This design comes from an exercise in tuning for small area on the open sky130 flow, not from production work.
In this exercise RTL edits were held to simulation tests only and were not proved equivalent to the original.
Power figures rest on the tool's default switching activity, not on a simulated workload.

==> flow/design.v <==
module wb_regfile #(
   parameter int DATA_W = 32,
   parameter int ADDR_W = 5,
   parameter int CNT_W  = 16
) (
   input  logic              clk,
   input  logic              rst_n,
   input  logic              MemtoReg_WB,
   input  logic              RegWrite_WB,
   input  logic [DATA_W-1:0] dmReadData_WB,
   input  logic [DATA_W-1:0] ALUResult_WB,
   input  logic [ADDR_W-1:0] Dst_WB,
   input  logic [ADDR_W-1:0] ReadReg1_ID,
   input  logic [ADDR_W-1:0] ReadReg2_ID,
   output logic [DATA_W-1:0] ReadData1_ID,
   output logic [DATA_W-1:0] ReadData2_ID,
   output logic [DATA_W-1:0] WriteData_WB,
   output logic [CNT_W-1:0]  CommitCount
);
   localparam int NREGS = 1 << ADDR_W;
   logic [DATA_W-1:0] regs_q [1:NREGS-1];    
   logic [DATA_W-1:0] regs_d [1:NREGS-1];
   logic              phase_q;
   logic [CNT_W-1:0]  commit_q;
   logic              wr_qual;
   logic [DATA_W-1:0] wdata_n;      
   logic [NREGS-1:1]  wen;          
   logic [NREGS-1:1]  sel1, sel2;   
   logic              rd1_any, rd2_any;
   logic [DATA_W-1:0] rd1_raw, rd2_raw;
   assign WriteData_WB = MemtoReg_WB ? dmReadData_WB : ALUResult_WB;
   assign wr_qual      = rst_n & RegWrite_WB & (Dst_WB != '0);
   assign wdata_n = ~{DATA_W{rst_n}} | (WriteData_WB ^ {DATA_W{phase_q}});
   always_comb begin
      for (int i = 1; i < NREGS; i++) begin
         wen[i]  = !rst_n || (RegWrite_WB && (Dst_WB == ADDR_W'(i)));
         sel1[i] = rst_n && (ReadReg1_ID == ADDR_W'(i));
         sel2[i] = rst_n && (ReadReg2_ID == ADDR_W'(i));
      end
   end
   for (genvar i = 1; i < NREGS; i++) begin : g_reg
      for (genvar b = 0; b < DATA_W; b++) begin : g_bit
         wb_regfile_nxt u_nxt (
            .q(regs_q[i][b]), .we(wen[i]), .we_n(~wen[i]), .wd_n(wdata_n[b]),
            .d(regs_d[i][b])
         );
      end
   end
   always_ff @(posedge clk) begin
      phase_q <= rst_n & ~phase_q;
      for (int i = 1; i < NREGS; i++) begin
         regs_q[i] <= regs_d[i];
      end
   end
   always_ff @(posedge clk) begin
      if (!rst_n) begin
         commit_q <= '0;
      end else if (wr_qual && (commit_q != '1)) begin
         commit_q <= commit_q + 1'b1;
      end
   end
   for (genvar b = 0; b < DATA_W; b++) begin : g_rd
      logic [NREGS-1:1] col;
      for (genvar i = 1; i < NREGS; i++) begin : g_col
         assign col[i] = regs_q[i][b];
      end
      wb_regfile_rdsel #(.N(NREGS-1)) u_rd1 (.sel(sel1), .d(col), .y(rd1_raw[b]));
      wb_regfile_rdsel #(.N(NREGS-1)) u_rd2 (.sel(sel2), .d(col), .y(rd2_raw[b]));
   end
   assign rd1_any = rst_n && (ReadReg1_ID != '0);
   assign rd2_any = rst_n && (ReadReg2_ID != '0);
   assign ReadData1_ID = rd1_raw ^ {DATA_W{phase_q & rd1_any}};
   assign ReadData2_ID = rd2_raw ^ {DATA_W{phase_q & rd2_any}};
   assign CommitCount = commit_q;
endmodule
module wb_regfile_nxt (
   input  logic q,
   input  logic we,
   input  logic we_n,
   input  logic wd_n,
   output logic d
);
   assign d = ~((q | we) & (wd_n | we_n));
endmodule
module wb_regfile_rdsel #(
   parameter int N = 31
) (
   input  logic [N-1:0] sel,
   input  logic [N-1:0] d,
   output logic         y
);
   localparam int NG = N / 3;    
   logic [NG-1:0] g_n;
   for (genvar g = 0; g < NG; g++) begin : g_grp
      wb_regfile_aoi3 u_aoi (.s(sel[3*g +: 3]), .d(d[3*g +: 3]), .y_n(g_n[g]));
   end
   assign y = ~&{g_n, ~(sel[N-1:3*NG] & d[N-1:3*NG])};
endmodule
module wb_regfile_aoi3 (
   input  logic [2:0] s,
   input  logic [2:0] d,
   output logic       y_n
);
   assign y_n = ~|(s & d);
endmodule
clock: 6.5 ns
lec_check: 0
cap_margin: 20
core_margin: 2
core_utilization: 45
cts_buf_list: sky130_fd_sc_hd__clkbuf_16
cts_cluster_diameter: 80
cts_cluster_size: 25
setup_slack_margin: 0.1
slew_margin: 20
synth_hierarchical: 1
synth_minimum_keep_size: 0
standard.sh (not shown) runs the stock make flow with config.mk's settings and CLKGATE_MAP_FILE= SYNTH_SCRIPT=/design/flow/synth_recipe.tcl, a recipe that flattens the netlist after the stock synthesis.
==> flow/flow/run.sh <==
#!/bin/bash
set -euo pipefail
cd "$(dirname "$0")/.."
CTS="-sink_clustering_enable -repair_clock_nets -dont_use_dummy_load"
CTS="$CTS -buf_list sky130_fd_sc_hd__clkbuf_16 -sink_clustering_size 25 -sink_clustering_max_diameter 80"
bash standard.sh \
  "BUFFER_PORTS_ARGS=-buffer_cell sky130_fd_sc_hd__buf_1" \
  "CTS_ARGS=$CTS" \
  finish > flow_make.log 2>&1
The starting point finished with timing, DRC and antenna clean.
Next try:
--- a/flow/flow/run.sh
+++ b/flow/flow/run.sh
@@ -5 +5 @@
-CTS="$CTS -buf_list sky130_fd_sc_hd__clkbuf_16 -sink_clustering_size 25 -sink_clustering_max_diameter 80"
+CTS="$CTS -buf_list sky130_fd_sc_hd__clkbuf_16 -sink_clustering_size 30 -sink_clustering_max_diameter 80"
CORE_UTILIZATION = 55   (was 45)
CTS_CLUSTER_SIZE = 30   (was 25)
GPL_ROUTABILITY_DRIVEN = 0   (was default)
PLACE_DENSITY = 0.7   (was default)
Outcome: Global-route usage grows by 4.2 points. Critical path depth stays the same. Total power decreases by a few percent. Design area went down by a few percent. Cell count drops by a few percent. Clock-buffer cell count shrinks by 6. Clock power goes down by a little under a tenth. Worst setup slack gets better by 0.21 ns.
Next try:
==> flow/run.sh (new file) <==
#!/bin/bash
# synth_recipe.tcl (not shown) runs the flow's synth.tcl, then flattens the netlist and writes it again
# the make line also repeats each setting of config.mk as NAME=value (left out here)
make -C /OpenROAD-flow-scripts/flow DESIGN_CONFIG=/design/flow/config.mk WORK_HOME=/design/flow/orfs CLKGATE_MAP_FILE= SYNTH_SCRIPT=/design/flow/synth_recipe.tcl finish
CORE_UTILIZATION = 40   (was 55)
CTS_BUF_LIST = default   (was sky130_fd_sc_hd__clkbuf_16)
CTS_CLUSTER_DIAMETER = default   (was 80)
CTS_CLUSTER_SIZE = default   (was 30)
GPL_ROUTABILITY_DRIVEN = default   (was 0)
PLACE_DENSITY = default   (was 0.7)
SETUP_SLACK_MARGIN = 0.5   (was 0.1)
removed: flow/flow/run.sh
removed: flow/standard.sh
Effect: The changed run produced a clean layout; global-route usage is lower by 9.6 points; setup slack got worse by 0.097 ns; first-iteration DRC count is lower by 13%; cell area is higher by 14%; wire length is higher by 9.4%; total power is higher by 25%; non-clock buffer count is higher by 90; area after synthesis stays the same; clock skew is lower by 0.021 ns; combinational power is higher by 12%; clock power is higher by 96%.
Next try:
==> flow/flow/run.sh (new file) <==
#!/bin/bash
set -euo pipefail
cd "$(dirname "$0")/.."
CTS="-sink_clustering_enable -repair_clock_nets -dont_use_dummy_load"
CTS="$CTS -buf_list sky130_fd_sc_hd__clkbuf_16 -sink_clustering_size 30 -sink_clustering_max_diameter 80"
bash standard.sh \
  "BUFFER_PORTS_ARGS=-buffer_cell sky130_fd_sc_hd__buf_1" \
  "CTS_ARGS=$CTS" \
  finish > flow_make.log 2>&1
==> flow/standard.sh (new file) <==
#!/bin/bash
# synth_recipe.tcl (not shown) runs the flow's synth.tcl, then flattens the netlist and writes it again
# the make line also repeats each setting of config.mk as NAME=value (left out here)
make -C /OpenROAD-flow-scripts/flow DESIGN_CONFIG=/design/flow/config.mk WORK_HOME=/design/flow/orfs CLKGATE_MAP_FILE= SYNTH_SCRIPT=/design/flow/synth_recipe.tcl "${@:-finish}"
CORE_UTILIZATION = 55   (was 40)
CTS_BUF_LIST = sky130_fd_sc_hd__clkbuf_16   (was default)
CTS_CLUSTER_DIAMETER = 80   (was default)
CTS_CLUSTER_SIZE = 30   (was default)
PLACE_DENSITY = 0.7   (was default)
SETUP_SLACK_MARGIN = 0.1   (was 0.5)
removed: flow/run.sh
Result:
- die area shrinks by 27%
- final cell count decreases by 12%
- clock-buffer cell count came out lower by 101
- non-clock buffer count decreases by 83
- design area fell by 12%
- power went down by 20%

-- afterwards: timing with drivers on the ports --
The results above use ideal ports. As a check the final layouts listed here were re-extracted and re-timed, cells and wires unchanged.
Step 1: set_driving_cell puts a clkbuf_16 on clk and a buf_2 on each other input, an assumption about the parent block.
Step 2 adds t to the input delays and takes it off the output delays; t is the mean of the earliest and latest rising clock arrival at the registers after step 1. Input paths then give back, and output paths get back, about the clock's delay inside the block.
Slacks: ideal / step 1 / step 2; pairs: ideal / step 1.
| run | shift t [ns] | slack for setup (ns) | clock arrival spread, ns | worst register clock-pin slew, ns |
|---|---|---|---|---|
| the first run | 0.703 | 0.264 / 0.241 / 0.241 | 0.097 / 0.097 | 0.10 / 0.10 |
| the second run | 0.701 | 0.476 / 0.449 / 0.449 | 0.054 / 0.053 | 0.12 / 0.12 |
| the third run | 0.754 | 0.378 / 0.356 / 0.356 | 0.040 / 0.040 | 0.07 / 0.07 |
| the fourth run | 0.706 | 0.504 / 0.468 / 0.468 | 0.071 / 0.071 | 0.12 / 0.12 |
After both steps every run listed still meets setup and hold. The setup slack of the fourth run, which loses most, moves by -0.036 ns with the drivers and by -0.036 ns with both steps.
